What follows belongs to an exercise in optimizing a design on an open flow for small area, a short achievable clock period and few clock cycles per item; a production flow would make more cautious choices. The RTL was checked by simulation tests, not by an equivalence proof against the original design. Power and IR drop assume default switching activity.

==> flow/design.v <==
package stt_pkg;
  localparam int unsigned LineBits   = 16;
  localparam int unsigned ColBits    = 16;
  localparam int unsigned OffsetBits = 32;
  localparam int unsigned LengthBits = 16;
  localparam int unsigned KindBits   = 5;
  typedef logic [LineBits-1:0]   line_t;
  typedef logic [ColBits-1:0]    col_t;
  typedef logic [OffsetBits-1:0] offset_t;
  typedef logic [LengthBits-1:0] length_t;
  localparam logic [7:0] ChNul   = 8'h00;
  localparam logic [7:0] ChTab   = 8'h09;
  localparam logic [7:0] ChLf    = 8'h0A;
  localparam logic [7:0] ChCr    = 8'h0D;
  localparam logic [7:0] ChSpace = 8'h20;
  localparam logic [7:0] ChBang  = 8'h21;
  localparam logic [7:0] ChDot   = 8'h2E;
  localparam logic [7:0] ChEq    = 8'h3D;
  localparam logic [7:0] ChUnder = 8'h5F;
  typedef enum logic [KindBits-1:0] {
    TK_ILLEGAL  = 5'd0,
    TK_EOF      = 5'd1,
    TK_IDENT    = 5'd2,
    TK_INT      = 5'd3,
    TK_DOUBLE   = 5'd4,
    TK_ASSIGN   = 5'd5,
    TK_EQ       = 5'd6,
    TK_BANG     = 5'd7,
    TK_NOT_EQ   = 5'd8,
    TK_PLUS     = 5'd9,
    TK_MINUS    = 5'd10,
    TK_ASTERISK = 5'd11,
    TK_SLASH    = 5'd12,
    TK_MODULO   = 5'd13,
    TK_SEMI     = 5'd14,
    TK_LPAREN   = 5'd15,
    TK_RPAREN   = 5'd16,
    TK_COMMA    = 5'd17,
    TK_LBRACE   = 5'd18,
    TK_RBRACE   = 5'd19,
    TK_LT       = 5'd20,
    TK_GT       = 5'd21
  } token_kind_e;
  typedef enum logic [2:0] {
    MODE_IDLE   = 3'd0,
    MODE_IDENT  = 3'd1,
    MODE_NUM    = 3'd2,
    MODE_NUMDOT = 3'd3,
    MODE_EQ     = 3'd4,
    MODE_BANG   = 3'd5
  } scan_mode_e;
  typedef struct packed {
    token_kind_e kind;
    line_t       line;
    col_t        col;
    offset_t     offset;
    length_t     len;
    logic        last;
  } tok_t;
  function automatic logic is_alpha(input logic [7:0] c);
    is_alpha = ((c >= 8'h61 && c <= 8'h7A) || (c >= 8'h41 && c <= 8'h5A) || (c == stt_pkg::ChUnder));
  endfunction
  function automatic logic is_digit(input logic [7:0] c);
    is_digit = (c >= 8'h30 && c <= 8'h39);
  endfunction
  function automatic logic is_space(input logic [7:0] c);
    is_space = ((c == stt_pkg::ChSpace) || (c == stt_pkg::ChTab) || (c == stt_pkg::ChLf) || (c == stt_pkg::ChCr));
  endfunction
  function automatic token_kind_e single_kind(input logic [7:0] c);
    token_kind_e k;
    unique case (c)
      8'h2B:   k = stt_pkg::TK_PLUS;
      8'h2D:   k = stt_pkg::TK_MINUS;
      8'h2A:   k = stt_pkg::TK_ASTERISK;
      8'h2F:   k = stt_pkg::TK_SLASH;
      8'h25:   k = stt_pkg::TK_MODULO;
      8'h3B:   k = stt_pkg::TK_SEMI;
      8'h28:   k = stt_pkg::TK_LPAREN;
      8'h29:   k = stt_pkg::TK_RPAREN;
      8'h2C:   k = stt_pkg::TK_COMMA;
      8'h7B:   k = stt_pkg::TK_LBRACE;
      8'h7D:   k = stt_pkg::TK_RBRACE;
      8'h3C:   k = stt_pkg::TK_LT;
      8'h3E:   k = stt_pkg::TK_GT;
      default: k = stt_pkg::TK_ILLEGAL;
    endcase
    single_kind = k;
  endfunction
  localparam int unsigned TokBits = KindBits + LineBits + ColBits + OffsetBits + LengthBits + 1;
  function automatic logic [TokBits-1:0] mk_tok(input token_kind_e kind, input line_t line,
                                                input col_t col, input offset_t offset,
                                                input length_t len);
    mk_tok = {kind, line, col, offset, len, 1'b0};
  endfunction
endpackage
module source_text_tokenizer (
  input  logic                             clk_i,
  input  logic                             rst_ni,
  input  logic                             txt_valid_i,
  output logic                             txt_ready_o,
  input  logic [7:0]                       txt_char_i,
  input  logic                             txt_end_i,
  output logic                             tok_valid_o,
  input  logic                             tok_ready_i,
  output logic [stt_pkg::KindBits-1:0]     tok_kind_o,
  output logic [stt_pkg::LineBits-1:0]     tok_line_o,
  output logic [stt_pkg::ColBits-1:0]      tok_col_o,
  output logic [stt_pkg::OffsetBits-1:0]   tok_offset_o,
  output logic [stt_pkg::LengthBits-1:0]   tok_length_o,
  output logic                             tok_last_o
);
  typedef struct packed {
    logic       e;
    logic       al;
    logic       dg;
    logic       dt;
    logic       eq;
    logic       bg;
    logic       lf;
    logic       sg;
    logic [4:0] sk;
  } cls_t;
  typedef struct packed {
    logic id;
    logic num;
    logic dot;    
    logic op;     
  } mode_t;
  typedef struct packed {
    logic       v;       
    logic       sa;      
    logic       sb;      
    logic       last;
    logic       fin;     
    logic       stp;     
    logic       lrun;    
    logic [1:0] lsm;     
    logic [4:0] kind;
  } pres_t;
  function automatic cls_t classify(input logic [7:0] c, input logic end_i);
    cls_t r;
    logic e;
    e    = end_i || (c == stt_pkg::ChNul);
    r.e  = e;
    r.al = !e && stt_pkg::is_alpha(c);
    r.dg = !e && stt_pkg::is_digit(c);
    r.dt = !e && (c == stt_pkg::ChDot);
    r.eq = !e && (c == stt_pkg::ChEq);
    r.bg = !e && (c == stt_pkg::ChBang);
    r.lf = !e && (c == stt_pkg::ChLf);
    r.sg = !e && !stt_pkg::is_alpha(c) && !stt_pkg::is_digit(c) && !stt_pkg::is_space(c) &&
           (c != stt_pkg::ChEq) && (c != stt_pkg::ChBang);
    r.sk = stt_pkg::single_kind(c);
    classify = r;
  endfunction
  function automatic pres_t present(input cls_t x, input logic vld, input mode_t m,
                                    input logic bang, input logic seen, input logic ph);
    pres_t r;
    logic hold_dot, a_ex, c_ex, c_idle, special, sp_x;
    hold_dot = m.num && x.dt && !seen;
    a_ex     = (m.id && !x.al) || (m.num && !x.dg && !hold_dot) || (m.dot && !x.dg) || m.op;
    c_ex     = x.e || (x.sg && !hold_dot);
    c_idle   = x.e || x.sg;
    special  = m.dot && !x.dg;
    sp_x     = !(x.e || x.al || x.dg || x.eq || x.bg || x.sg);
    r.sa     = a_ex && !ph;
    r.sb     = special && ph;
    r.v      = vld && (a_ex || c_ex);
    if (r.sa) begin
      r.last = !special && !c_ex;
      r.fin  = !special && !c_ex;
      r.stp  = 1'b0;
      r.lrun = !m.op;
      r.lsm  = {x.eq, !x.eq};
      if (m.id)       r.kind = stt_pkg::TK_IDENT;
      else if (m.op)  r.kind = bang ? (x.eq ? stt_pkg::TK_NOT_EQ : stt_pkg::TK_BANG)
                                    : (x.eq ? stt_pkg::TK_EQ : stt_pkg::TK_ASSIGN);
      else            r.kind = (m.num && seen) ? stt_pkg::TK_DOUBLE : stt_pkg::TK_INT;
    end else if (r.sb) begin
      r.last = !c_idle;
      r.fin  = sp_x;
      r.stp  = !sp_x;
      r.lrun = 1'b0;
      r.lsm  = 2'd1;
      r.kind = stt_pkg::TK_ILLEGAL;
    end else begin
      r.last = 1'b1;
      r.fin  = 1'b1;
      r.stp  = 1'b0;
      r.lrun = 1'b0;
      r.lsm  = {1'b0, !x.e};
      r.kind = x.e ? stt_pkg::TK_EOF : x.sk;
    end
    present = r;
  endfunction
  logic cur_vld_q, skd_vld_q, cur_vld_d;
  cls_t cur_q, skd_q, in_cls, cur_d;
  mode_t            mode_q, mode_d;
  logic             bang_q, bang_d;    
  logic             seen_q, seen_d;    
  stt_pkg::line_t   line_q, line_d;
  stt_pkg::col_t    col_q, col_d, tsc_q;
  stt_pkg::offset_t off_q, off_d, tso_q;
  stt_pkg::length_t run_q, run_d;
  logic             ph_q, ph_d;        
  logic             ctop_q, otop_q;    
  pres_t            pr_q, pr_d;
  logic hold_dot, absorbed, start;
  logic take, consume, step, cur_free, in_xfer;
  logic adv, two, lf_adv, radv;
  logic off_top, col_top, run_top, oc1, cc1, rc1;
  assign hold_dot = mode_q.num && cur_q.dt && !seen_q;
  assign absorbed = (mode_q.id && cur_q.al) || (mode_q.num && cur_q.dg) || hold_dot ||
                    (mode_q.dot && cur_q.dg) || (mode_q.op && cur_q.eq);
  assign start    = !cur_q.e && !absorbed && (cur_q.al || cur_q.dg || cur_q.eq || cur_q.bg);
  assign tok_valid_o  = pr_q.v;
  assign tok_kind_o   = pr_q.kind;
  assign tok_last_o   = pr_q.last;
  assign tok_line_o   = line_q;
  assign tok_col_o    = pr_q.sa ? tsc_q : {col_q[15:1], col_q[0] || (pr_q.sb && ctop_q)};
  assign tok_offset_o = pr_q.sa ? tso_q : {off_q[31:1], off_q[0] || (pr_q.sb && otop_q)};
  assign tok_length_o = pr_q.lrun ? run_q : {14'd0, pr_q.lsm};
  assign take     = pr_q.v && tok_ready_i;
  assign step     = take && pr_q.stp;
  assign consume  = (cur_vld_q && !pr_q.v) || (take && pr_q.fin);
  assign cur_free = !cur_vld_q || consume;
  assign txt_ready_o = !skd_vld_q;
  assign in_xfer     = txt_valid_i && !skd_vld_q;
  assign in_cls      = classify(txt_char_i, txt_end_i);
  assign adv    = step || (consume && !cur_q.e && !hold_dot);
  assign two    = consume && mode_q.dot;
  assign lf_adv = consume && cur_q.lf;
  assign radv   = consume && (mode_q.id || mode_q.num || mode_q.dot) && absorbed && !hold_dot;
  assign off_top = &off_q[31:1];
  assign col_top = &col_q[15:1];
  assign run_top = &run_q[15:1];
  assign oc1     = adv && !off_top && (two || off_q[0]);
  assign cc1     = adv && !col_top && (two || col_q[0]);
  assign rc1     = radv && !run_top && (mode_q.dot || run_q[0]);
  always_comb begin
    cur_vld_d = cur_vld_q;
    cur_d     = cur_q;
    if (cur_free) begin
      cur_vld_d = skd_vld_q || in_xfer;
      cur_d     = skd_vld_q ? skd_q : in_cls;
    end
    ph_d = ph_q;
    if (consume || step) begin
      ph_d = 1'b0;
    end else if (take) begin
      ph_d = 1'b1;
    end
    off_d[0] = adv ? (off_top || (off_q[0] ^ !two)) : off_q[0];
    for (int i = 1; i < 32; i++) begin
      off_d[i] = off_q[i] ^ (oc1 && (&(off_q | ~((32'd1 << i) - 32'd2))));
    end
    line_d[0] = line_q[0] ^ (lf_adv && !(&line_q));
    for (int i = 1; i < 16; i++) begin
      line_d[i] = line_q[i] ^ (lf_adv && !(&line_q) && (&(line_q | ~((16'd1 << i) - 16'd1))));
    end
    col_d[0] = lf_adv || (adv ? (col_top || (col_q[0] ^ !two)) : col_q[0]);
    for (int i = 1; i < 16; i++) begin
      col_d[i] = !lf_adv && (col_q[i] ^ (cc1 && (&(col_q | ~((16'd1 << i) - 16'd2)))));
    end
    if (consume && start) begin
      run_d = stt_pkg::length_t'(1);
    end else begin
      run_d[0] = radv ? (run_top || (run_q[0] ^ !mode_q.dot)) : run_q[0];
      for (int i = 1; i < 16; i++) begin
        run_d[i] = run_q[i] ^ (rc1 && (&(run_q | ~((16'd1 << i) - 16'd2))));
      end
    end
    mode_d = mode_q;
    bang_d = bang_q;
    seen_d = seen_q;
    if (step) begin
      mode_d.dot = 1'b0;
    end else if (consume) begin
      mode_d.id  = start ? cur_q.al : (mode_q.id && cur_q.al);
      mode_d.num = start ? cur_q.dg : (mode_q.num && cur_q.dg) || (mode_q.dot && cur_q.dg);
      mode_d.dot = hold_dot;
      mode_d.op  = start && (cur_q.eq || cur_q.bg);
      if (start) begin
        bang_d = cur_q.bg;
        seen_d = 1'b0;
      end else if (mode_q.dot && cur_q.dg) begin
        seen_d = 1'b1;
      end
    end
    pr_d = present(cur_d, cur_vld_d, mode_d, bang_d, seen_d, ph_d);
  end
  always_ff @(posedge clk_i or negedge rst_ni) begin
    if (!rst_ni) begin
      cur_vld_q <= 1'b0;
      skd_vld_q <= 1'b0;
      ph_q      <= 1'b0;
      mode_q    <= '0;
      line_q    <= stt_pkg::line_t'(1);
      col_q     <= stt_pkg::col_t'(1);
      off_q     <= '0;
      pr_q.v    <= 1'b0;
    end else begin
      cur_vld_q <= cur_vld_d;
      skd_vld_q <= cur_free ? 1'b0 : (skd_vld_q || in_xfer);
      ph_q      <= ph_d;
      mode_q    <= mode_d;
      line_q    <= line_d;
      col_q     <= col_d;
      off_q     <= off_d;
      pr_q.v    <= pr_d.v;
    end
  end
  always_ff @(posedge clk_i) begin
    cur_q  <= cur_d;
    if (!skd_vld_q) begin
      skd_q <= in_cls;
    end
    if (consume && start) begin
      tsc_q <= col_q;
      tso_q <= off_q;
    end
    run_q  <= run_d;
    bang_q <= bang_d;
    seen_q <= seen_d;
    ctop_q <= col_top;
    otop_q <= off_top;
    {pr_q.sa, pr_q.sb, pr_q.last, pr_q.fin, pr_q.stp, pr_q.lrun, pr_q.lsm, pr_q.kind} <=
      {pr_d.sa, pr_d.sb, pr_d.last, pr_d.fin, pr_d.stp, pr_d.lrun, pr_d.lsm, pr_d.kind};
  end
endmodule
==> flow/flow/run.sh <==
#!/bin/bash
# The standard layout (standard.sh, the standard flow's own ORFS run) with these ORFS
# settings changed; make's full output goes to make.log here, each ORFS step's
# log to orfs/logs.
set -euo pipefail
export BUFFER_PORTS_ARGS="-buffer_cell sky130_fd_sc_hd__buf_1"
export SKIP_GATE_CLONING=1
bash standard.sh > make.log 2>&1
==> flow/standard.sh <==
#!/bin/bash
# synth_recipe.tcl (not shown) runs the flow's synth.tcl, then flattens the netlist and writes it again
# the make line also repeats each setting of config.mk as NAME=value (left out here)
make -C /OpenROAD-flow-scripts/flow DESIGN_CONFIG=/design/flow/config.mk WORK_HOME=/design/flow/orfs CLKGATE_MAP_FILE= SYNTH_SCRIPT=/design/flow/synth_recipe.tcl "${@:-finish}"
==> flow/config.mk <==
export PLATFORM = sky130hd
export DESIGN_NAME = source_text_tokenizer
export DESIGN_NICKNAME = source_text_tokenizer
export VERILOG_FILES = /design/flow/design.v
export SDC_FILE = /design/flow/constraint.sdc
export NUM_CORES = 4
export LEC_CHECK = 0
export CAP_MARGIN = 20
export CORE_MARGIN = 2
export CORE_UTILIZATION = 40
export CTS_BUF_LIST = sky130_fd_sc_hd__clkbuf_8
export SETUP_SLACK_MARGIN = 2.5
export SLEW_MARGIN = 20
export TNS_END_PERCENT = 10
==> flow/constraint.sdc <==
create_clock -name core_clock -period 5.0 [get_ports {clk_i}]
set_input_delay 1.0000 -clock core_clock [delete_from_list [all_inputs] [get_ports {clk_i}]]
set_output_delay 1.0000 -clock core_clock [all_outputs]
set_load 0.01 [all_outputs]
==> flow_summary.json, run 1 <==
{
  "p_total_mw": 4.67,
  "track_usage": 0.162,
  "synthTopCellsByArea": "dfrtp_1 22%, edfxtp_1 18%, dfxtp_1 14%",
  "synth_nets": 745,
  "routedWlPerCell_um": 15.3,
  "peakVddDrop_mv": 0.184,
  "internal_power_mw": 2.99,
  "synth-edff-count": 49,
  "ys_ff_latch": 179,
  "crit_path_top_delay_cell": "dfxtp_2",
  "grt_max_degree": 65,
  "max-slew-margin-rel": 0.436,
  "grt_setup_unrepaired": "yes",
  "path_cells": "buf_12 > buf_16 > buf_12 > mux2_4 > buf_6",
  "power_density_nw_per_um2": 481,
  "seq_area_frac_synth": 0.549,
  "ios": 101,
  "syn_avg_cell_area_sq_um": 11.2,
  "clock-root-buffer": "clkbuf_8",
  "routed_via_density": 5.09,
  "io_buffers": 100,
  "p_sw_frac": 0.360,
  "initial_utilization": 0.404,
  "path_buf_inv": 4,
  "design.core.area_sq_um": 20000,
  "num_rows": 52,
  "synthCells": 724,
  "place_congestion": 0.832,
  "critPathLaunchType": "flop",
  "cp.required_ps": 4000,
  "multi_input_area_sq_um": 3650,
  "ys_warn_count": 1,
  "clockBufferDepth": 2,
  "preCtsSetupSlack_ps": 1430,
  "crit_fanout": 8,
  "cts_buffers": 17,
  "synth_cell_types": 75,
  "period_share": 0.527,
  "power_frac_seq": 0.420,
  "grt_pass1_wl_um": 27900,
  "fin_skew_ps": 12.9,
  "clk_pin_slew_ps": 100,
  "cts.sink_count": 179,
  "period_minus_slack_ps": 2630,
  "areaGrowthSynthToFinish_pct": 20.1,
  "worst_slack_ps": 2370,
  "instances_no_fill": 1119,
  "setup_viol": 0,
  "die_w_um": 146,
  "drtIter0Drc": 399,
  "path_delay_family": "buffers and inverters",
  "die-height_um": 146,
  "ant_nets": 0,
  "placed_cells": 1067,
  "yosys.area.top_type_share": 0.217,
  "clockPowerShare": 0.212,
  "final_nets": 856,
  "grt_overflow": 0,
  "fmax_mhz": 380,
  "insertion_delay_ps": 460,
  "ctsHoldBuffers": 0,
  "p_leak_nw": 3.97,
  "hold_class": "reg -> reg",
  "vias": 5697,
  "setup-tns-final_ps": 0,
  "htreeDepth": 4,
  "tightest_slew_ps": 843,
  "n_fill_cell": 1882,
  "arrival_ps": 1630,
  "comb_power_share": 0.368,
  "cp_common_cell": "buf_12",
  "hold_viol": 0,
  "antenna_found_initial": 1,
  "drtPass1Iterations": 5,
  "die_area_sq_um": 21400,
  "drc_errors": 0,
  "finalMaxSlewViolations": 0,
  "end_kind": "output pin",
  "critPathKind": "reg -> out",
  "wl_um": 17100,
  "switchingPower_mw": 1.68,
  "synth_flop_cell": "dfrtp_1",
  "ff_latch_area_sq_um": 4440,
  "drive_gt1_frac": 0.221,
  "critical-path-max-stage-delay_ps": 350,
  "synthArstFlopShare": 0.402,
  "first_global_vias": 5494,
  "hpwl_um": 11200,
  "cap_viol_max_count": 0,
  "synth_area_leader_cell": "dfrtp_1",
  "outcome": "complete, no violations",
  "cts_tree": "yes",
  "syn_area_sq_um": 8090
}
-- through the flow --
stage | area, sq um | hold slack [ps] | util
floorplan | 8160 | 404 | -
global placement | 8720 | 421 | 0.435
detailed placement | 8720 | 425 | 0.435
CTS | 9510 | 451 | 0.475
global route | 9710 | 464 | 0.485
finish | 9710 | 447 | 0.485
-- power groups by stage --
stage | logic (mW) | clock network [mW] | registers, mW
floorplan | 1.01 | 0 | 1.92
finish | 1.72 | 0.992 | 1.96
CTS | 1.62 | 1.03 | 1.96
detailed placement | 1.33 | 0 | 1.99
global route | 1.87 | 1.08 | 2.00
global placement | 1.32 | 0 | 1.98
-- layout make-up --
| cell class | count | area share |
|---|---|---|
| Antenna cell | 1 | 0.000258 |
| Clock buffer | 17 | 0.0241 |
| Clock inverter | 15 | 0.0187 |
| Inverter | 20 | 0.00863 |
| Multi-Input combinational cell | 495 | 0.376 |
| Sequential cell | 179 | 0.457 |
| Tap cell | 270 | 0.0348 |
| Timing Repair Buffer | 122 | 0.0801 |
-- worst paths after layout --
| path | start | slack, ps | to | cells past startpoint |
|---|---|---|---|---|
| max | pr_q[12] | 2370 | tok_offset_o[18] | 5 |
| max in group asynchronous | rst_ni | 3560 | line_q[15] | 2 |
| min reg2reg | skd_q[7] | 450 | skd_q[7] | 2 |
| min in group asynchronous | rst_ni | 470 | col_q[7] | 1 |
| min | skd_q[7] | 450 | skd_q[7] | 2 |
| max reg2reg | cur_q[11] | 2520 | pr_q[1] | 9 |
-- Yosys cell counts (all sizes together) (6+ instances only) --
cell type and n:
dfrtp 70, nor2 60, dfxtp 58, nand2 57, mux2 54, edfxtp 49, nand3 38, xor2 36
xnor2 32, and2 25, a21oi 20, o21ai 20, inv 19, clkbuf 18, nand4 18, nor3 15
buf 12, and3 9, ha 8, nor2b 8, nand2b 7, a31oi 6, nor3b 6, nor4 6
-- state kept, by name, indices dropped and copies added, names as in the netlist --
| register | count |
|---|---|
| skd_vld_q | 1 |
| cur_vld_q | 1 |
| skd_q | 13 |
| mode_q | 4 |
| off_q | 32 |
| ctop_q | 1 |
| ph_q | 1 |
| pr_q | 14 |
| otop_q | 1 |
| seen_q | 1 |
| bang_q | 1 |
| tsc_q | 16 |
| col_q | 16 |
| cur_q | 13 |
| run_q | 16 |
| line_q | 16 |
| tso_q | 32 |
-- timing repair --
item,in CTS,in global routing
buffers inserted,17,2
pin swaps,6,6
resized for setup,71,53
setup endpoints to repair,100,146
-- placed cells by master (no fill, tap or decap), types with 13 or more instances in the layout --
master and n:
nor2_1 59, and2_1 21, xor2_1 36, nor3_1 13, edfxtp_1 49, xnor2_1 32
dfxtp_1 55, nand2_1 54, buf_4 16, dfrtp_1 68, inv_1 18, buf_6 17
clkbuf_8 17, a21oi_1 19, o21ai_0 15, nand4_1 18, nand3_1 38, buf_1 75
mux2_2 38, mux2_4 16
-- metal layers --
layer  vias up  routed length, um  track usage
li1       2805                  -            -
met1      2784               8070        0.217
met2        94               8250        0.263
met3        14                571       0.0338
met4         0                225       0.0553
met5         -                  0            0
-- cells by family (layout without fill, tap and decap cells) --
group	after synthesis	after routing	share of synthesized area
AOI/OAI and AO/OA	95	95	0.0871
xor gates and xnor gates	68	68	0.0736
adders and majority gates	8	8	0.0124
buffers and inverters	50	174	0.0282
DFF	179	179	0.549
muxes	56	56	0.0777
other	0	1	0
and+or+nand+nor	268	268	0.172
-- worst min-delay path, stage by stage, from the launching register on --
cell,delay (ps)
dfxtp_1,320
nand2_1,60
nand2_1,50
Testbench counts, summed over its fixed seeds: cycles 24,838, bytes 24,017.
==> run 2, diff against run 1 <==
--- a/flow/flow/run.sh
+++ b/flow/flow/run.sh
@@ -6,3 +6,2 @@
 export BUFFER_PORTS_ARGS="-buffer_cell sky130_fd_sc_hd__buf_1"
-export SKIP_GATE_CLONING=1
 bash standard.sh > make.log 2>&1
--- a/flow/config.mk
+++ b/flow/config.mk
@@ -13,2 +13 @@
 export SLEW_MARGIN = 20
-export TNS_END_PERCENT = 10
==> flow_summary.json, run 2 <==
{
  "outcome": "complete, no violations",
  "ys_ff_latch": 179,
  "syn_area_sq_um": 8090,
  "yosys.area.top_type_share": 0.217,
  "grt_setup_unrepaired": "yes",
  "arrival_ps": 1580,
  "die-height_um": 146,
  "final_common_cell": "buf_1",
  "num_rows": 52,
  "tightest_slew_ps": 791,
  "layout_common_cells": "76 x buf_1, 68 x dfrtp_1, 59 x nor2_1",
  "ys_warn_count": 1,
  "cts_buffers": 17,
  "drive_gt1_frac": 0.243,
  "initial_utilization": 0.404,
  "drtPass1Iterations": 4,
  "synth_flop_cell": "dfrtp_1",
  "grt_max_degree": 43,
  "vias": 5711,
  "synthTopCellsByCount": "70 x dfrtp_1, 60 x nor2_1, 58 x dfxtp_1",
  "comb_power_share": 0.367,
  "synth_area_leader_cell": "dfrtp_1",
  "fmax_mhz": 388,
  "synth_cell_types": 75,
  "startpoint": "pr_q[12]",
  "path_delay_family": "flip-flops",
  "reg2reg_slack_ps": 2540,
  "hold_viol": 0,
  "clock-root-buffer": "clkbuf_8",
  "critPathLaunchType": "flop",
  "r2r-end": "tso_q[8]",
  "switchingPower_mw": 1.61,
  "crit_path_top_delay_cell": "dfxtp_4",
  "design.core.area_sq_um": 20000,
  "io_buffers": 100,
  "synth_most_common_cell": "dfrtp_1",
  "grt_overflow": 0,
  "hold_class": "reg -> reg",
  "path_buf_inv": 3,
  "reg2reg_depth": 5,
  "drc_errors": 0,
  "path_cells": "buf_4 > buf_16 > mux2_4 > buf_6",
  "peakVddDrop_mv": 0.209,
  "wl_um": 17500,
  "cts.sink_count": 179,
  "areaGrowthSynthToFinish_pct": 23.5,
  "track_usage": 0.160,
  "routedWlPerCell_um": 15.4,
  "period_share": 0.515,
  "hpwl_um": 11600,
  "internal_power_mw": 3.23,
  "cts_tree": "yes",
  "die_area_sq_um": 21400,
  "setup_viol": 0,
  "placed_cells": 1068,
  "power_density_nw_per_um2": 484,
  "grt_pass1_wl_um": 27600,
  "first_global_vias": 5467,
  "antenna_found_initial": 1,
  "setup-tns-final_ps": 0,
  "reg.largest.list": "off_q (32), tso_q (32)",
  "ctsHoldBuffers": 0,
  "diodes": 0,
  "synth-edff-count": 49,
  "synthArstFlopShare": 0.402,
  "ant_nets": 0,
  "critical-path-max-stage-delay_ps": 430,
  "ios": 101,
  "critPathKind": "reg -> out",
  "syn_avg_cell_area_sq_um": 11.2,
  "cp.required_ps": 4000,
  "clockPowerShare": 0.226,
  "synthTopCellsByArea": "dfrtp_1 22%, edfxtp_1 18%, dfxtp_1 14%",
  "cp.depth": 4,
  "cap_viol_max_count": 0,
  "clk_pin_slew_ps": 90,
  "power_frac_seq": 0.408,
  "regToRegStartpoint": "mode_q[3]",
  "p_sw_frac": 0.332,
  "place_congestion": 0.859,
  "routed_via_density": 5.04,
  "final_util": 0.498,
  "crit_end": "tok_col_o[11]",
  "htreeDepth": 4,
  "clockBufferDepth": 2,
  "instances_no_fill": 1133,
  "synth_nets": 745,
  "max-slew-margin-rel": 0.468,
  "fin_skew_ps": 14.0,
  "end_kind": "output pin",
  "p_leak_nw": 4.10,
  "seq_area_frac_synth": 0.549,
  "die_w_um": 146,
  "crit_fanout": 7,
  "final_nets": 871,
  "period_minus_slack_ps": 2580,
  "finalMaxSlewViolations": 0,
  "insertion_delay_ps": 450,
  "drtIter0Drc": 359,
  "synthCells": 724
}
==> run 2: area by class of cell <==
cell class              count  area [sq um]
inverters                  20          88.8
flip-flops and latches    179          4450
clock inverters            14           196
well taps                 270           338
multi-input cells         495          3820
clock buffers              18           248
repair buffers            137           846
fillers                  1875         10100
==> run 2: worst min-delay path by stage <==
stage                          end  startpoint  depth (start not counted)
after floorplan           cur_q[4]    cur_q[4]                          2
after global placement    skd_q[7]    skd_q[7]                          2
after detailed placement  skd_q[7]    skd_q[7]                          2
after CTS                 skd_q[7]    skd_q[7]                          2
after global routing      skd_q[7]    skd_q[7]                          2
final                     skd_q[7]    skd_q[7]                          2
==> run 2: worst min-delay path, stage by stage, from the launching register on <==
cell	delay, ps
dfxtp_1	310
nand2_1	60
nand2_1	50
==> run 2: through the flow <==
stage | hold WS, ps | worst slack (ps) | area [sq um] | power (mW)
2_1_floorplan | 404 | 2340 | 8260 | 2.96
4_1_cts | 448 | 2360 | 9480 | 4.62
3_5_place_dp | 429 | 1410 | 8800 | 3.34
5_1_grt | 485 | 2350 | 9980 | 5.12
3_3_place_gp | 423 | 1540 | 8800 | 3.33
6_report | 448 | 2420 | 9980 | 4.84
==> run 2: what timing repair did <==
item / in CTS / in global routing
endpoints found under the setup margin: 86 / 87
setup buffers: 10 / 22
gates cloned: 1 / 0
pin swaps: 4 / 23
gates resized for setup: 44 / 90
==> run 2: routing by layer <==
layer	GRT usage	share of wire	vias to the layer above
li1	-	-	2834
met1	0.204	0.45	2747
met2	0.272	0.50	100
met3	0.0350	0.034	28
met4	0.0544	0.019	2
met5	0	0.00074	-
==> run 2: power groups by stage <==
stage / combinational, mW / sequential [mW] / clock [mW]
after global placement: 1.31 / 2.02 / 0
after detailed placement: 1.31 / 2.03 / 0
after floorplan: 1.03 / 1.93 / 0
after global routing: 1.93 / 2.01 / 1.18
final: 1.77 / 1.97 / 1.09
after CTS: 1.53 / 1.97 / 1.12
==> run 2: kinds of logic after synthesis <==
logic type | synth area share
flops | 0.549
fa+ha+maj | 0.0124
buf+inv | 0.0282
simple gates | 0.172
compound gates | 0.0871
xor+xnor | 0.0736
mux | 0.0777
==> run 3, diff against run 2 <==
--- a/flow/flow/run.sh
+++ b/flow/flow/run.sh
@@ -6,2 +6,3 @@
 export BUFFER_PORTS_ARGS="-buffer_cell sky130_fd_sc_hd__buf_1"
+export SKIP_GATE_CLONING=1
 bash standard.sh > make.log 2>&1
--- a/flow/config.mk
+++ b/flow/config.mk
@@ -11,3 +11,4 @@
 export CTS_BUF_LIST = sky130_fd_sc_hd__clkbuf_8
-export SETUP_SLACK_MARGIN = 2.5
+export GPL_TIMING_DRIVEN = 1
+export SETUP_SLACK_MARGIN = 2.25
 export SLEW_MARGIN = 20
==> flow_summary.json, run 3 <==
{
  "setup_viol": 0,
  "preCtsSetupSlack_ps": 1400,
  "num_rows": 52,
  "grt_setup_unrepaired": "no",
  "synth_top_family_by_area": "simple AND/OR/NAND/NOR gates",
  "crit_fanout": 20,
  "synth_most_common_cell": "dfrtp_1",
  "finalMaxSlewViolations": 0,
  "yosys.area.top_type_share": 0.217,
  "ys_ff_latch": 179,
  "n_fill_cell": 1912,
  "setup-tns-final_ps": 0,
  "die_w_um": 146,
  "areaGrowthSynthToFinish_pct": 14.4,
  "layout_common_cells": "92 x buf_1, 69 x dfrtp_1, 60 x nor2_1",
  "clockBufferDepth": 2,
  "die-height_um": 146,
  "synth-compound-area-share": 0.0871,
  "syn_avg_cell_area_sq_um": 11.2,
  "synthCells": 724,
  "cp.required_ps": 4000,
  "final_util": 0.462,
  "final_area_sq_um": 9250,
  "drc_errors": 0,
  "htreeDepth": 4,
  "first_global_vias": 5149,
  "synth-xor-area-share": 0.0737,
  "max-slew-margin-rel": 0.288,
  "ios": 101,
  "cts.sink_count": 179,
  "period_minus_slack_ps": 2650,
  "io_buffers": 100,
  "synth_flop_cell": "dfrtp_1",
  "antenna_found_initial": 1,
  "hold_viol": 0,
  "syn_area_sq_um": 8090,
  "grt_overflow": 0,
  "reg.largest.list": "off_q (32), tso_q (32)",
  "critPathLaunchType": "flop",
  "synth_area_leader_cell": "dfrtp_1",
  "grt_pass1_wl_um": 26500,
  "cts_buffers": 17,
  "drtPass1Iterations": 4,
  "synth_nets": 745,
  "insertion_delay_ps": 470,
  "ys_warn_count": 1,
  "track_usage": 0.154,
  "clk_pin_slew_ps": 90,
  "tightest_slew_ps": 1060,
  "multi_input_area_sq_um": 3500,
  "ant_nets": 0,
  "synthArstFlopShare": 0.402,
  "cts_tree": "yes",
  "synthAdderAreaFrac": 0.0124,
  "peakVddDrop_mv": 0.218,
  "design.core.area_sq_um": 20000,
  "grt_max_degree": 73,
  "synth_simple_gate_area_frac": 0.172,
  "hold_class": "reg -> reg",
  "instances_no_fill": 1106,
  "drive_gt1_frac": 0.165,
  "period_share": 0.531,
  "reg2reg_depth": 7,
  "seq_area_frac_synth": 0.549,
  "clock-root-buffer": "clkbuf_8",
  "fmax_mhz": 377,
  "p_total_mw": 4.34,
  "diodes": 0,
  "die_area_sq_um": 21400,
  "routedWlPerCell_um": 14.9,
  "ff_latch_area_sq_um": 4440,
  "synth-edff-count": 49,
  "synthTopCellsByCount": "70 x dfrtp_1, 60 x nor2_1, 58 x dfxtp_1",
  "synthTopCellsByArea": "dfrtp_1 22%, edfxtp_1 18%, dfxtp_1 14%",
  "hpwl_um": 11000,
  "hold_ws_ps": 445,
  "wl_um": 16500,
  "outcome": "complete, no violations",
  "cap_viol_max_count": 0,
  "min_path_cells": 2,
  "arrival_ps": 1650,
  "p_leak_nw": 3.72,
  "final_nets": 844,
  "vias": 5601,
  "power_density_nw_per_um2": 469,
  "reg2reg_slack_ps": 2400,
  "placed_cell_area_sq_um": 8670,
  "drtIter0Drc": 290,
  "placed_cells": 1066,
  "synthMuxAreaShare": 0.0777,
  "critPathKind": "reg -> out",
  "routed_via_density": 5.06,
  "initial_utilization": 0.404,
  "worst_slack_ps": 2350,
  "end_kind": "output pin",
  "fin_skew_ps": 22.5,
  "synth_cell_types": 75,
  "place_congestion": 0.844,
  "final_common_cell": "buf_1"
}
[run 3: critical path, cell delays in order, from the launching register on]
cell and delay, ps:
dfxtp_4 380, buf_12 170, buf_12 170, mux2_2 340, buf_1 120
[run 3: report_power, final]
group | internal (mW) | switching, mW
sequential | 1.78 | 0.179
clock | 0.407 | 0.554
combinational | 0.607 | 0.814
total | 2.79 | 1.55
[run 3: worst paths after layout]
kind / start / endpoint
min in group asynchronous: rst_ni / col_q[10]
max in group asynchronous: rst_ni / skd_vld_q
worst max-delay path: pr_q[12] / tok_offset_o[6]
worst max register to register: mode_q[3] / pr_q[3]
worst min-delay path: skd_q[7] / skd_q[7]
worst min register to register: skd_q[7] / skd_q[7]
[run 3: cell families after synthesis]
family / count (synthesis)
flip-flops: 179
XOR/XNOR: 68
buffers and inverters: 50
AND/OR/NAND/NOR: 268
adder cells (fa/ha/maj): 8
AO/OA/AOI/OAI: 95
multiplexers: 56
[run 3: what timing repair did]
item                                    in CTS  in global routing
gates cloned                                 0                  0
hold buffers                                 0                  0
resized for setup                           17                 22
pin swaps                                    1                  3
setup buffers                                3                  5
endpoints found under the setup margin      50                 48
[run 3: cell type report]
class / count / share of cell area
Clock inverter: 15 / 0.0164
Sequential cell: 179 / 0.480
Timing Repair Buffer: 110 / 0.0552
Tap cell: 270 / 0.0365
Multi-Input combinational cell: 495 / 0.378
Clock buffer: 17 / 0.0253
Inverter: 20 / 0.00879
[run 3: per-layer routing]
layer  vias up  share of wire  track usage
met5         -        0.00067            0
met4         2          0.013       0.0539
met3        17          0.036       0.0347
met2       102           0.48        0.249
met1      2696           0.47        0.206
li1       2784              -            -
==> run 4, diff against run 3 <==
--- a/flow/config.mk
+++ b/flow/config.mk
@@ -11,3 +11,3 @@
 export CTS_BUF_LIST = sky130_fd_sc_hd__clkbuf_8
-export GPL_TIMING_DRIVEN = 1
+export PLACE_DENSITY = 0.8
 export SETUP_SLACK_MARGIN = 2.25
==> flow_summary.json, run 4 <==
{
  "synth_nets": 745,
  "reg2reg_slack_ps": 2420,
  "multi_input_area_sq_um": 3530,
  "hold_ws_ps": 446,
  "critPathLaunchType": "flop",
  "synth_flop_cell": "dfrtp_1",
  "synth_area_leader_cell": "dfrtp_1",
  "crit_fanout": 12,
  "die_area_sq_um": 21400,
  "grt_pass1_wl_um": 27000,
  "syn_area_sq_um": 8090,
  "fmax_mhz": 369,
  "reg.largest.list": "off_q (32), tso_q (32)",
  "synthCells": 724,
  "layout_common_cells": "92 x buf_1, 69 x dfrtp_1, 59 x nor2_1",
  "period_share": 0.542,
  "n_fill_cell": 1875,
  "place_congestion": 0.855,
  "regToRegStartpoint": "mode_q[3]",
  "final_util": 0.468,
  "io_buffers": 100,
  "peakVddDrop_mv": 0.224,
  "p_leak_nw": 3.78,
  "clk_pin_slew_ps": 100,
  "startpoint": "pr_q[12]",
  "yosys.area.top_type_share": 0.217,
  "wl_um": 16900,
  "setup-tns-final_ps": 0,
  "drtIter0Drc": 384,
  "hpwl_um": 11600,
  "ff_latch_area_sq_um": 4440,
  "period_minus_slack_ps": 2710,
  "htreeDepth": 4,
  "synthTopCellsByArea": "dfrtp_1 22%, edfxtp_1 18%, dfxtp_1 14%",
  "hold_class": "reg -> reg",
  "critPathKind": "reg -> out",
  "clock-root-buffer": "clkbuf_8",
  "syn_avg_cell_area_sq_um": 11.2,
  "final_common_cell": "buf_1",
  "synthArstFlopShare": 0.402,
  "finalMaxSlewViolations": 0,
  "max-slew-margin-rel": 0.248,
  "grt_setup_unrepaired": "yes",
  "drive_gt1_frac": 0.178,
  "power_density_nw_per_um2": 474,
  "crit_end": "tok_offset_o[24]",
  "antenna_found_initial": 1,
  "routed_via_density": 5.14,
  "seq_area_frac_synth": 0.549,
  "ys_warn_count": 1,
  "num_rows": 52,
  "cts_buffers": 17,
  "synth_cell_types": 75,
  "fin_skew_ps": 19.1,
  "track_usage": 0.156,
  "synth-edff-count": 49,
  "final_nets": 847,
  "initial_utilization": 0.404,
  "cts.sink_count": 179,
  "highest_layer": "met4",
  "hold_viol": 0,
  "die_w_um": 146,
  "preCtsSetupSlack_ps": 1400,
  "cap_viol_max_count": 0,
  "grt_overflow": 0,
  "tightest_slew_ps": 1120,
  "end_kind": "output pin",
  "drc_errors": 0,
  "setup_viol": 0,
  "first_global_vias": 5427,
  "worst_slack_ps": 2290,
  "areaGrowthSynthToFinish_pct": 15.9,
  "ios": 101,
  "insertion_delay_ps": 470,
  "clockBufferDepth": 2,
  "arrival_ps": 1710,
  "routedWlPerCell_um": 15.2,
  "outcome": "complete, no violations",
  "met1_length_um": 7910,
  "reg2reg_depth": 7,
  "ant_nets": 0,
  "design.core.area_sq_um": 20000,
  "ys_ff_latch": 179,
  "r2r-end": "pr_q[3]",
  "ctsHoldBuffers": 0,
  "cp.required_ps": 4000,
  "wl_met3_um": 773,
  "vias": 5707,
  "drtPass1Iterations": 4,
  "die-height_um": 146,
  "synth_most_common_cell": "dfrtp_1",
  "synthTopCellsByCount": "70 x dfrtp_1, 60 x nor2_1, 58 x dfxtp_1",
  "grt_max_degree": 73,
  "cts_tree": "yes",
  "met2_length_um": 8050
}
## run 4: worst min-delay path by stage
stage | cells after the start | start | slack (ps) | end
CTS | 2 | skd_q[7] | 450 | skd_q[7]
global route | 2 | skd_q[7] | 500 | skd_q[7]
finish | 2 | skd_q[7] | 450 | skd_q[7]
global placement | 2 | skd_q[7] | 420 | skd_q[7]
floorplan | 2 | cur_q[4] | 400 | cur_q[4]
detailed placement | 2 | cur_q[4] | 420 | cur_q[4]
## run 4: cell type report
| cell class | count | area share |
|---|---|---|
| Antenna cell | 1 | 0.000267 |
| Clock buffer | 17 | 0.0250 |
| Clock inverter | 15 | 0.0215 |
| Inverter | 20 | 0.00868 |
| Multi-Input combinational cell | 495 | 0.376 |
| Sequential cell | 179 | 0.474 |
| Tap cell | 270 | 0.0360 |
| Timing Repair Buffer | 113 | 0.0582 |
## run 4: worst max-delay path: stages, from the launching register on
cell,delay (ps)
dfxtp_4,410
buf_16,160
buf_6,190
mux2_2,370
buf_1,130
## run 4: repair_timing
action                                  4_1_cts  5_1_grt
gates resized for setup                      13       35
endpoints found under the setup margin       54       69
cloned                                        0        0
setup buffers                                 1       10
pin swaps                                     1        5
## run 4: per-layer routing
layer | up-vias | global-route usage
li1 | 2783 | -
met4 | 0 | 0.0413
met5 | - | 0
met1 | 2778 | 0.214
met2 | 127 | 0.246
met3 | 19 | 0.0428
## run 4: kinds of logic after synthesis
logic type                 synth area share
muxes                                0.0777
buffers and inverters                0.0282
and+or+nand+nor                       0.172
adders and majority gates            0.0124
DFF                                   0.549
AOI/OAI and AO/OA                    0.0871
xor gates and xnor gates             0.0736
## run 4: where the power goes
part | switching [mW] | internal, mW
Clock | 0.626 | 0.395
Sequential | 0.193 | 1.78
Combinational | 0.820 | 0.627
Total | 1.64 | 2.80
## run 4: stage by stage
stage                     instance area (sq um)  std cells  power, mW
after global placement                     8670       1066       3.25
after detailed placement                   8670       1066       3.28
after CTS                                  9150       1099       4.32
after global routing                       9370       1109       4.70
after floorplan                            8090        724       2.91
final                                      9370       1110       4.44
==> run 5, diff against run 4 <==
--- a/flow/config.mk
+++ b/flow/config.mk
@@ -11,3 +11,4 @@
 export CTS_BUF_LIST = sky130_fd_sc_hd__clkbuf_8
-export PLACE_DENSITY = 0.8
+export CTS_CLUSTER_DIAMETER = 100
+export CTS_CLUSTER_SIZE = 30
 export SETUP_SLACK_MARGIN = 2.25
==> flow_summary.json, run 5 <==
{
  "ant_nets": 0,
  "period_minus_slack_ps": 2650,
  "wl_um": 16500,
  "htreeDepth": 4,
  "hold_ws_ps": 445,
  "cp.required_ps": 4000,
  "fmax_mhz": 377,
  "hpwl_um": 11000,
  "power_frac_seq": 0.451,
  "grt_setup_unrepaired": "no",
  "antenna_found_initial": 1,
  "p_leak_nw": 3.72,
  "grt_max_degree": 73,
  "setup_viol": 0,
  "io_buffers": 100,
  "tightest_slew_ps": 1060,
  "grt_overflow": 0,
  "diodes": 0,
  "die-height_um": 146,
  "power_density_nw_per_um2": 469,
  "final_util": 0.462,
  "ys_ff_latch": 179,
  "die_w_um": 146,
  "final_common_cell": "buf_1",
  "critPathLaunchType": "flop",
  "ff_latch_area_sq_um": 4440,
  "cap_viol_max_count": 0,
  "initial_utilization": 0.404,
  "cp_common_cell": "buf_12",
  "num_rows": 52,
  "comb_power_share": 0.327,
  "insertion_delay_ps": 470,
  "synth_most_common_cell": "dfrtp_1",
  "routed_via_density": 5.06,
  "cts_tree": "yes",
  "routedWlPerCell_um": 14.9,
  "synthTopCellsByArea": "dfrtp_1 22%, edfxtp_1 18%, dfxtp_1 14%",
  "place_congestion": 0.844,
  "finalMaxSlewViolations": 0,
  "synth_nets": 745,
  "drtPass1Iterations": 4,
  "drc_errors": 0,
  "multi_input_area_sq_um": 3500,
  "drive_gt1_frac": 0.165,
  "period_share": 0.531,
  "cts_buffers": 17,
  "peakVddDrop_mv": 0.218,
  "fin_skew_ps": 22.5,
  "hold_class": "reg -> reg",
  "design.core.area_sq_um": 20000,
  "ctsHoldBuffers": 0,
  "path_cells": "buf_12 > buf_12 > mux2_2 > buf_1",
  "die_area_sq_um": 21400,
  "areaGrowthSynthToFinish_pct": 14.4,
  "drtIter0Drc": 290,
  "syn_area_sq_um": 8090,
  "layout_common_cells": "92 x buf_1, 69 x dfrtp_1, 60 x nor2_1",
  "hold_viol": 0,
  "end_kind": "output pin",
  "clk_pin_slew_ps": 90,
  "max-slew-margin-rel": 0.288,
  "switchingPower_mw": 1.55,
  "synth-edff-count": 49,
  "grt_pass1_wl_um": 26500,
  "yosys.area.top_type_share": 0.217,
  "synthArstFlopShare": 0.402,
  "syn_avg_cell_area_sq_um": 11.2,
  "ys_warn_count": 1,
  "synthTopCellsByCount": "70 x dfrtp_1, 60 x nor2_1, 58 x dfxtp_1",
  "critical-path-max-stage-delay_ps": 380,
  "synth_cell_types": 75,
  "final_area_sq_um": 9250,
  "synth_area_leader_cell": "dfrtp_1",
  "clockBufferDepth": 2,
  "synthCells": 724,
  "placed_cell_area_sq_um": 8670,
  "n_fill_cell": 1912,
  "critPathKind": "reg -> out",
  "internal_power_mw": 2.79,
  "arrival_ps": 1650,
  "track_usage": 0.154,
  "path_delay_family": "buffers and inverters",
  "first_global_vias": 5149,
  "final_nets": 844,
  "crit_fanout": 20,
  "cts.sink_count": 179,
  "p_sw_frac": 0.356,
  "ios": 101,
  "reg.largest.list": "off_q (32), tso_q (32)",
  "outcome": "complete, no violations",
  "setup-tns-final_ps": 0,
  "crit_path_top_delay_cell": "dfxtp_4",
  "synth_flop_cell": "dfrtp_1",
  "path_buf_inv": 3,
  "vias": 5601,
  "seq_area_frac_synth": 0.549,
  "clockPowerShare": 0.222,
  "clock-root-buffer": "clkbuf_8"
}
## run 5: cell counts after synthesis
Identical to the previous run, type by type.
## run 5: cell type report
type,instances,area share
Multi-Input combinational cell,495,0.378
Tap cell,270,0.0365
Clock buffer,17,0.0253
Timing Repair Buffer,110,0.0552
Inverter,20,0.00879
Sequential cell,179,0.480
Clock inverter,15,0.0164
## run 5: what timing repair did
item / 4_1_cts / 5_1_grt
pin swaps: 1 / 3
setup buffers: 3 / 5
endpoints found under the setup margin: 50 / 48
resized for setup: 17 / 22
## run 5: path summary, 6_finish.rpt
check,slack [ps],startpoint,endpoint,cells after the start
worst max register to register,2400,mode_q[3],pr_q[3],7
min in group asynchronous,680,rst_ni,col_q[10],1
worst max-delay path,2350,pr_q[12],tok_offset_o[6],4
worst min register to register,440,skd_q[7],skd_q[7],2
max in group asynchronous,3620,rst_ni,skd_vld_q,1
worst min-delay path,440,skd_q[7],skd_q[7],2
## run 5: kinds of logic (layout without fill, tap and decap cells)
family,count (synthesis),after routing,share of synthesized area
xor+xnor,68,68,0.0736
flops,179,179,0.549
mux,56,56,0.0777
buf+inv,50,162,0.0282
simple gates,268,268,0.172
compound gates,95,95,0.0871
fa+ha+maj,8,8,0.0124
## run 5: power groups by stage
stage	clock network, mW	logic [mW]	registers [mW]
2_1_floorplan	0	0.990	1.92
3_3_place_gp	0	1.28	2.00
3_5_place_dp	0	1.29	2.01
4_1_cts	0.991	1.35	1.96
5_1_grt	1.05	1.56	2.00
6_report	0.962	1.42	1.96
## run 5: tightest hold or removal path, cell delays in order, from the launching register on
cell and delay (ps):
dfxtp_1 320, nand2_1 50, nand2_1 50
## run 5: per-layer routing
layer | vias up | GRT usage | part of all wire
met2 | 102 | 0.249 | 0.48
met3 | 17 | 0.0347 | 0.036
met4 | 2 | 0.0539 | 0.013
met1 | 2696 | 0.206 | 0.47
met5 | - | 0 | 0.00067
li1 | 2784 | - | -
## run 5: metrics by stage
stage,total power [mW],std cells,worst slack [ps]
floorplan,2.91,724,2270
global placement,3.28,1066,1430
detailed placement,3.30,1066,1400
CTS,4.30,1101,2260
global route,4.62,1106,2250
finish,4.34,1106,2350
==> run 6, diff against run 5 <==
--- a/flow/config.mk
+++ b/flow/config.mk
@@ -11,4 +11,2 @@
 export CTS_BUF_LIST = sky130_fd_sc_hd__clkbuf_8
-export CTS_CLUSTER_DIAMETER = 100
-export CTS_CLUSTER_SIZE = 30
 export SETUP_SLACK_MARGIN = 2.25
==> flow_summary.json, run 6 <==
{
  "final_nets": 844,
  "hold_class": "reg -> reg",
  "crit_fanout": 20,
  "hpwl_um": 11000,
  "die-height_um": 146,
  "wl_um": 16500,
  "ant_nets": 0,
  "r2r-end": "pr_q[3]",
  "synthArstFlopShare": 0.402,
  "critPathLaunchType": "flop",
  "whs_endpoint": "skd_q[7]",
  "areaGrowthSynthToFinish_pct": 14.4,
  "p_leak_nw": 3.72,
  "synth_area_leader_cell": "dfrtp_1",
  "diodes": 0,
  "final_common_cell": "buf_1",
  "drtIter0Drc": 290,
  "clk_pin_slew_ps": 90,
  "path_cells": "buf_12 > buf_12 > mux2_2 > buf_1",
  "synth_flop_cell": "dfrtp_1",
  "peakVddDrop_mv": 0.218,
  "synth_nets": 745,
  "outcome": "complete, no violations",
  "synth_cell_types": 75,
  "power_density_nw_per_um2": 469,
  "grt_overflow": 0,
  "critical-path-max-stage-delay_ps": 380,
  "initial_utilization": 0.404,
  "synthMuxAreaShare": 0.0777,
  "n_fill_cell": 1912,
  "crit_path_top_delay_cell": "dfxtp_4",
  "layout_common_cells": "92 x buf_1, 69 x dfrtp_1, 60 x nor2_1",
  "ys_ff_latch": 179,
  "htreeDepth": 4,
  "ctsHoldBuffers": 0,
  "track_usage": 0.154,
  "clockBufferDepth": 2,
  "vias": 5601,
  "reg2reg_depth": 7,
  "antenna_found_initial": 1,
  "cp_common_cell": "buf_12",
  "io_buffers": 100,
  "routed_via_density": 5.06,
  "synth_simple_gate_area_frac": 0.172,
  "max-slew-margin-rel": 0.288,
  "synthTopCellsByCount": "70 x dfrtp_1, 60 x nor2_1, 58 x dfxtp_1",
  "synthAdderAreaFrac": 0.0124,
  "clock-root-buffer": "clkbuf_8",
  "routedWlPerCell_um": 14.9,
  "synthCells": 724,
  "ios": 101,
  "min_path_cells": 2,
  "setup_viol": 0,
  "end_kind": "output pin",
  "path_buf_inv": 3,
  "num_rows": 52,
  "tightest_slew_ps": 1060,
  "insertion_delay_ps": 470,
  "synth-xor-area-share": 0.0737,
  "drc_errors": 0,
  "synth-edff-count": 49,
  "path_delay_family": "buffers and inverters",
  "period_share": 0.531,
  "place_congestion": 0.844,
  "reg.largest.list": "off_q (32), tso_q (32)",
  "fmax_mhz": 377,
  "period_minus_slack_ps": 2650,
  "yosys.area.top_type_share": 0.217,
  "fin_skew_ps": 22.5,
  "syn_avg_cell_area_sq_um": 11.2,
  "cts_tree": "yes",
  "cp.required_ps": 4000,
  "worst_slack_ps": 2350,
  "die_w_um": 146,
  "syn_area_sq_um": 8090,
  "seq_area_frac_synth": 0.549,
  "cts_buffers": 17,
  "synth_top_family_by_area": "simple AND/OR/NAND/NOR gates",
  "synth-compound-area-share": 0.0871,
  "synth_most_common_cell": "dfrtp_1",
  "grt_setup_unrepaired": "no",
  "hold_viol": 0,
  "cap_viol_max_count": 0,
  "regToRegStartpoint": "mode_q[3]",
  "grt_max_degree": 73,
  "arrival_ps": 1650,
  "design.core.area_sq_um": 20000,
  "ff_latch_area_sq_um": 4440,
  "first_global_vias": 5149,
  "ys_warn_count": 1,
  "setup-tns-final_ps": 0,
  "drtPass1Iterations": 4,
  "grt_pass1_wl_um": 26500,
  "drive_gt1_frac": 0.165,
  "reg2reg_slack_ps": 2400,
  "preCtsSetupSlack_ps": 1400,
  "die_area_sq_um": 21400,
  "critPathKind": "reg -> out",
  "synthTopCellsByArea": "dfrtp_1 22%, edfxtp_1 18%, dfxtp_1 14%",
  "finalMaxSlewViolations": 0,
  "min_from": "skd_q[7]",
  "cts.sink_count": 179,
  "multi_input_area_sq_um": 3500
}
[run 6: how the worst max path moves through the flow]
| stage | start | endpoint | slack [ps] | cells after the start |
|---|---|---|---|---|
| finish | pr_q[12] | tok_offset_o[6] | 2350 | 4 |
| global route | pr_q[7] | tok_length_o[1] | 2250 | 2 |
| CTS | pr_q[12] | tok_offset_o[12] | 2260 | 4 |
| detailed placement | txt_char_i[2] | pr_q[5] | 1400 | 8 |
| global placement | txt_char_i[2] | pr_q[5] | 1430 | 8 |
| floorplan | txt_char_i[0] | pr_q[3] | 2270 | 9 |
[run 6: what timing repair did]
item | 4_1_cts | 5_1_grt
endpoints found under the setup margin | 50 | 48
resized for setup | 17 | 22
pin swaps | 1 | 3
buffers inserted | 3 | 5
hold endpoints to repair | 0 | 0
[run 6: area by class of cell]
cell class | instances | share of cell area
clock buffers | 17 | 0.0253
clock inverters | 15 | 0.0164
inverters | 20 | 0.00879
multi-input cells | 495 | 0.378
flip-flops and latches | 179 | 0.480
well taps | 270 | 0.0365
repair buffers | 110 | 0.0552
[run 6: cells by family (layout without fill, tap and decap cells)]
family,after synthesis,after routing
buffers and inverters,50,162
xor gates and xnor gates,68,68
DFF,179,179
adders and majority gates,8,8
AOI/OAI and AO/OA,95,95
and+or+nand+nor,268,268
muxes,56,56
[run 6: metrics by stage]
stage / std cells / area [sq um] / util / hold WS [ps] / total power, mW
after floorplan: 724 / 8090 / - / 404 / 2.91
after global placement: 1066 / 8670 / 0.433 / 425 / 3.28
after detailed placement: 1066 / 8670 / 0.433 / 428 / 3.30
after CTS: 1101 / 9130 / 0.456 / 452 / 4.30
after global routing: 1106 / 9250 / 0.462 / 468 / 4.62
final: 1106 / 9250 / 0.462 / 445 / 4.34
[run 6: worst min-delay path, cell delays in order, from the launching register on]
cell,delay (ps)
dfxtp_1,320
nand2_1,50
nand2_1,50
[run 6: layer usage]
metal | track usage | wire, um | part of all wire
met4 | 0.0539 | 208 | 0.013
met1 | 0.206 | 7760 | 0.47
met5 | 0 | 11 | 0.00067
met3 | 0.0347 | 585 | 0.036
met2 | 0.249 | 7890 | 0.48
[run 6: report_power, final]
group	internal [mW]	leakage [nW]	switching [mW]	total [mW]
Sequential	1.78	1.85	0.179	1.96
Clock	0.407	0.191	0.554	0.962
Combinational	0.607	1.68	0.814	1.42
==> run 7, diff against run 6 <==
--- a/flow/config.mk
+++ b/flow/config.mk
@@ -9,3 +9,3 @@
 export CORE_MARGIN = 2
-export CORE_UTILIZATION = 40
+export CORE_UTILIZATION = 30
 export CTS_BUF_LIST = sky130_fd_sc_hd__clkbuf_8
==> flow_summary.json, run 7 <==
{
  "outcome": "complete, no violations",
  "initial_utilization": 0.303,
  "io_buffers": 100,
  "syn_area_sq_um": 8090,
  "vias": 5607,
  "p_total_mw": 4.43,
  "first_global_vias": 5240,
  "yosys.area.top_type_share": 0.217,
  "critPathKind": "in -> reg",
  "cap_viol_max_count": 0,
  "ios": 101,
  "critPathLaunchType": "input pin",
  "wl_um": 17300,
  "clock-root-buffer": "clkbuf_8",
  "drtPass1Iterations": 4,
  "max-slew-margin-rel": 0.335,
  "synth-edff-count": 49,
  "drive_gt1_frac": 0.177,
  "n_fill_cell": 2723,
  "synth_area_leader_cell": "dfrtp_1",
  "cts_tree": "yes",
  "clk_pin_slew_ps": 100,
  "final_nets": 850,
  "finalMaxSlewViolations": 0,
  "areaGrowthSynthToFinish_pct": 16.0,
  "diodes": 0,
  "die_area_sq_um": 28300,
  "synth_cell_types": 75,
  "routed_via_density": 4.74,
  "final_area_sq_um": 9380,
  "htreeDepth": 4,
  "synth_most_common_cell": "dfrtp_1",
  "hold_class": "reg -> reg",
  "ys_warn_count": 1,
  "synth_flop_cell": "dfrtp_1",
  "period_share": 0.535,
  "ff_latch_area_sq_um": 4440,
  "layout_common_cells": "92 x buf_1, 69 x dfrtp_1, 59 x nor2_1",
  "die_w_um": 168,
  "multi_input_area_sq_um": 3510,
  "startpoint": "tok_ready_i",
  "tightest_slew_ps": 988,
  "grt_overflow": 0,
  "setup-tns-final_ps": 0,
  "hold_viol": 0,
  "routedWlPerCell_um": 14.6,
  "reg.largest.list": "off_q (32), tso_q (32)",
  "ant_nets": 0,
  "grt_pass1_wl_um": 27800,
  "num_rows": 60,
  "synthTopCellsByArea": "dfrtp_1 22%, edfxtp_1 18%, dfxtp_1 14%",
  "ys_ff_latch": 179,
  "grt_setup_unrepaired": "yes",
  "peakVddDrop_mv": 0.169,
  "antenna_found_initial": 1,
  "fin_skew_ps": 15.6,
  "setup_viol": 0,
  "hpwl_um": 11700,
  "cts_buffers": 17,
  "regToRegStartpoint": "mode_q[3]",
  "synthTopCellsByCount": "70 x dfrtp_1, 60 x nor2_1, 58 x dfxtp_1",
  "track_usage": 0.123,
  "drc_errors": 0,
  "ctsHoldBuffers": 0,
  "arrival_ps": 3050,
  "placed_cell_area_sq_um": 8770,
  "cts.sink_count": 179,
  "seq_area_frac_synth": 0.549,
  "power_density_nw_per_um2": 472,
  "cp.required_ps": 5380,
  "drtIter0Drc": 332,
  "insertion_delay_ps": 460,
  "clockBufferDepth": 2,
  "synthArstFlopShare": 0.402,
  "die-height_um": 168,
  "synth_nets": 745,
  "crit_fanout": 17,
  "grt_max_degree": 58,
  "final_common_cell": "buf_1",
  "min_from": "cur_q[4]",
  "period_minus_slack_ps": 2670,
  "place_congestion": 0.812,
  "p_leak_nw": 3.75,
  "design.core.area_sq_um": 26700,
  "synthCells": 724,
  "end_kind": "flop",
  "syn_avg_cell_area_sq_um": 11.2,
  "fmax_mhz": 374
}
## run 7: changes by cell type in the layout (fill, tap and decap cells not counted), sizes merged
cell	delta
clkinv	-4
inv	+3
clkinvlp	+1
buf	+6
## run 7: kinds of logic (layout without fill, tap and decap cells)
kind of cell	count (synthesis)	in the layout	synth area share
and+or+nand+nor	268	268	0.172
DFF	179	179	0.549
AOI/OAI and AO/OA	95	95	0.0871
xor gates and xnor gates	68	68	0.0736
muxes	56	56	0.0777
buffers and inverters	50	168	0.0282
adders and majority gates	8	8	0.0124
## run 7: layer usage
| metal | GRT usage | routed length, um | up-vias |
|---|---|---|---|
| met5 | 0 | 16 | - |
| met4 | 0.0446 | 303 | 2 |
| met3 | 0.0270 | 673 | 22 |
| met2 | 0.186 | 7750 | 115 |
| met1 | 0.174 | 8520 | 2674 |
| li1 | - | - | 2794 |
## run 7: path summary, 6_finish.rpt
| path | endpoint | cells after the start | slack, ps |
|---|---|---|---|
| max | pr_q[2] | 11 | 2330 |
| min | cur_q[4] | 2 | 450 |
| max reg2reg | tsc_q[9] | 4 | 2450 |
| min reg2reg | cur_q[4] | 2 | 450 |
| max in group asynchronous | off_q[28] | 2 | 3560 |
| min in group asynchronous | col_q[12] | 1 | 480 |
## run 7: metrics by stage
stage | std cells | hold slack (ps) | worst slack, ps | utilization
4_1_cts | 1177 | 452 | 2240 | 0.346
3_5_place_dp | 1138 | 428 | 1370 | 0.328
3_3_place_gp | 1138 | 423 | 1450 | 0.328
2_1_floorplan | 724 | 404 | 2270 | -
6_report | 1183 | 452 | 2330 | 0.351
5_1_grt | 1183 | 469 | 2200 | 0.351
## run 7: what timing repair did
action,4_1_cts,5_1_grt
setup endpoints to repair,65,84
endpoints found under the hold margin,0,0
pin swaps,2,3
gates resized for setup,15,27
setup buffers,7,6
## run 7: final cells by class
| class | instances | area share |
|---|---|---|
| Clock buffer | 17 | 0.0249 |
| Inverter | 20 | 0.00867 |
| Clock inverter | 15 | 0.0156 |
| Multi-Input combinational cell | 495 | 0.374 |
| Timing Repair Buffer | 116 | 0.0581 |
| Tap cell | 341 | 0.0455 |
| Sequential cell | 179 | 0.473 |
## run 7: power by group
part	leakage (nW)	switching, mW	internal (mW)
logic	1.71	0.839	0.652
clock network	0.193	0.562	0.408
registers	1.85	0.192	1.78
## run 7: critical path, stage by stage
cell,delay [ps]
buf_1,170
nand2_1,70
and3_2,270
inv_6,150
mux2_2,410
or2b_2,330
a31oi_4,230
buf_12,140
buf_4,90
o211ai_1,70
o21ai_0,110
==> run 8, diff against run 7 <==
--- a/flow/config.mk
+++ b/flow/config.mk
@@ -9,3 +9,3 @@
 export CORE_MARGIN = 2
-export CORE_UTILIZATION = 30
+export CORE_UTILIZATION = 50
 export CTS_BUF_LIST = sky130_fd_sc_hd__clkbuf_8
==> flow_summary.json, run 8 <==
{
  "outcome": "complete, no violations",
  "synthAdderAreaFrac": 0.0124,
  "ctsHoldBuffers": 0,
  "drtPass1Iterations": 4,
  "seq_area_frac_synth": 0.549,
  "power_frac_seq": 0.456,
  "synth_area_leader_cell": "dfrtp_1",
  "setup_viol": 0,
  "drc_errors": 0,
  "reg2reg_depth": 9,
  "die-height_um": 131,
  "synth_flop_cell": "dfrtp_1",
  "switchingPower_mw": 1.48,
  "place_congestion": 0.915,
  "diodes": 0,
  "wl_um": 16700,
  "synth_cell_types": 75,
  "grt_setup_unrepaired": "no",
  "die_area_sq_um": 17200,
  "ys_warn_count": 1,
  "hold_ws_ps": 446,
  "r2r-end": "pr_q[1]",
  "io_buffers": 100,
  "synthMuxAreaShare": 0.0777,
  "final_common_cell": "buf_1",
  "routed_via_density": 5.38,
  "synth-xor-area-share": 0.0737,
  "reg.largest.list": "off_q (32), tso_q (32)",
  "cts.sink_count": 179,
  "comb_power_share": 0.327,
  "clockBufferDepth": 2,
  "initial_utilization": 0.511,
  "max-slew-margin-rel": 0.308,
  "p_total_mw": 4.30,
  "num_rows": 46,
  "routedWlPerCell_um": 15.9,
  "p_leak_nw": 3.73,
  "hold_class": "reg -> reg",
  "synthCells": 724,
  "hold_viol": 0,
  "clock-root-buffer": "clkbuf_8",
  "end_kind": "flop",
  "layout_common_cells": "92 x buf_1, 69 x dfrtp_1, 60 x nor2_1",
  "clockPowerShare": 0.217,
  "crit_end": "pr_q[3]",
  "critPathKind": "in -> reg",
  "grt_overflow": 0,
  "fin_skew_ps": 9.68,
  "cap_viol_max_count": 0,
  "synthTopCellsByArea": "dfrtp_1 22%, edfxtp_1 18%, dfxtp_1 14%",
  "syn_area_sq_um": 8090,
  "period_share": 0.535,
  "cts_buffers": 17,
  "power_density_nw_per_um2": 470,
  "vias": 5671,
  "clk_pin_slew_ps": 90,
  "crit_fanout": 16,
  "tightest_slew_ps": 1030,
  "hpwl_um": 11600,
  "p_sw_frac": 0.344,
  "synth_simple_gate_area_frac": 0.172,
  "synthTopCellsByCount": "70 x dfrtp_1, 60 x nor2_1, 58 x dfxtp_1",
  "yosys.area.top_type_share": 0.217,
  "fmax_mhz": 374,
  "final_nets": 846,
  "track_usage": 0.199,
  "drtIter0Drc": 297,
  "die_w_um": 131,
  "peakVddDrop_mv": 0.288,
  "internal_power_mw": 2.82,
  "synth-edff-count": 49,
  "areaGrowthSynthToFinish_pct": 13.2,
  "arrival_ps": 3030,
  "design.core.area_sq_um": 15800,
  "synth_nets": 745,
  "period_minus_slack_ps": 2680,
  "syn_avg_cell_area_sq_um": 11.2,
  "cts_tree": "yes",
  "regToRegStartpoint": "mode_q[3]",
  "synth_top_family_by_area": "simple AND/OR/NAND/NOR gates",
  "grt_pass1_wl_um": 27900,
  "synthArstFlopShare": 0.402,
  "final_util": 0.578,
  "cp.required_ps": 5350,
  "insertion_delay_ps": 450,
  "startpoint": "txt_char_i[3]",
  "ys_ff_latch": 179,
  "synth_most_common_cell": "dfrtp_1",
  "grt_max_degree": 53,
  "first_global_vias": 5551,
  "setup-tns-final_ps": 0,
  "finalMaxSlewViolations": 0,
  "critPathLaunchType": "input pin",
  "ios": 101,
  "drive_gt1_frac": 0.166,
  "synth-compound-area-share": 0.0871,
  "htreeDepth": 4,
  "ant_nets": 0,
  "antenna_found_initial": 0,
  "reg2reg_slack_ps": 2430
}
[run 8: cell counts after synthesis]
No cell type changed its count.
[run 8: final cells by class]
class / count / area, sq um
multi-input cells: 495 / 3490
fillers: 1400 / 6670
inverters: 20 / 81.3
clock inverters: 14 / 123
well taps: 216 / 270
clock buffers: 18 / 248
flip-flops and latches: 179 / 4440
repair buffers: 112 / 498
[run 8: stage by stage]
stage	worst slack (ps)	instances	instance area, sq um
2_1_floorplan	2270	724	8090
3_3_place_gp	1510	1014	8620
3_5_place_dp	1410	1014	8620
4_1_cts	2270	1047	9030
5_1_grt	2260	1054	9150
6_report	2320	1054	9150
[run 8: cells by family after synthesis]
logic type / after synthesis
mux: 56
flops: 179
xor+xnor: 68
fa+ha+maj: 8
simple gates: 268
compound gates: 95
buf+inv: 50
[run 8: power groups by stage]
stage | sequential, mW | clock, mW | combinational [mW]
after global routing | 2.00 | 1.02 | 1.54
final | 1.96 | 0.936 | 1.41
after floorplan | 1.92 | 0 | 0.990
after global placement | 1.98 | 0 | 1.29
after detailed placement | 1.99 | 0 | 1.31
after CTS | 1.96 | 0.962 | 1.32
[run 8: how the worst min path moves through the flow]
stage / from / end / slack (ps) / depth (start not counted)
2_1_floorplan: cur_q[4] / cur_q[4] / 400 / 2
3_3_place_gp: skd_q[7] / skd_q[7] / 420 / 2
3_5_place_dp: skd_q[7] / skd_q[7] / 430 / 2
4_1_cts: skd_q[7] / skd_q[7] / 450 / 2
5_1_grt: rst_ni / col_q[12] / 490 / 1
6_report: skd_q[7] / skd_q[7] / 450 / 2
[run 8: repair_timing]
action / in CTS / in global routing
endpoints found under the setup margin: 71 / 77
resized for setup: 14 / 25
buffers inserted: 1 / 7
pin swaps: 1 / 3
[run 8: routing by layer]
metal | vias up | routed length, um | GRT usage
met3 | 18 | 565 | 0.0409
met1 | 2753 | 7770 | 0.266
met4 | 0 | 265 | 0.0707
met5 | - | 0 | 0
met2 | 113 | 8110 | 0.325
li1 | 2787 | - | -
[run 8: worst max-delay path, stage by stage]
cell	delay (ps)
buf_2	240
nor4_1	120
a21boi_2	190
or4bb_1	530
a31oi_2	270
a31oi_4	130
buf_2	180
o41ai_1	360

==> port drivers added, routing unchanged <==
Ports are ideal in the flow. The routed layouts listed here were re-timed in OpenROAD.
Step 1: set_driving_cell puts a clkbuf_16 on clk_i and a buf_2 on each other input, an assumption about the parent block.
Step 2 adds t to the input delays and takes it off the output delays; t is the mean of the earliest and latest rising clock arrival at the registers after step 1. Input paths then give back, and output paths get back, about the clock's delay inside the block.
Slacks: ideal / step 1 / step 2; pairs: ideal / step 1.
run	shift t [ns]	slack for setup (ns)	slew at the worst register clock pin (ns)	pins driven straight from the clock port
run 1	0.496	2.366 / 2.326 / 1.955	0.11 / 0.11	1
run 2	0.482	2.424 / 2.389 / 1.977	0.09 / 0.09	1
run 3	0.495	2.346 / 2.306 / 1.847	0.10 / 0.10	1
run 4	0.499	2.291 / 2.254 / 1.778	0.12 / 0.12	1
run 5	0.495	2.346 / 2.306 / 1.847	0.10 / 0.10	1
run 6	0.495	2.346 / 2.306 / 1.847	0.10 / 0.10	1
run 7	0.496	2.327 / 2.292 / 1.796	0.10 / 0.10	1
run 8	0.482	2.324 / 2.337 / 1.855	0.09 / 0.09	1
After both steps every run listed still meets setup and hold. For run 7, which loses most, drivers alone change the setup slack by -0.035 ns; drivers and shift together by -0.531 ns.
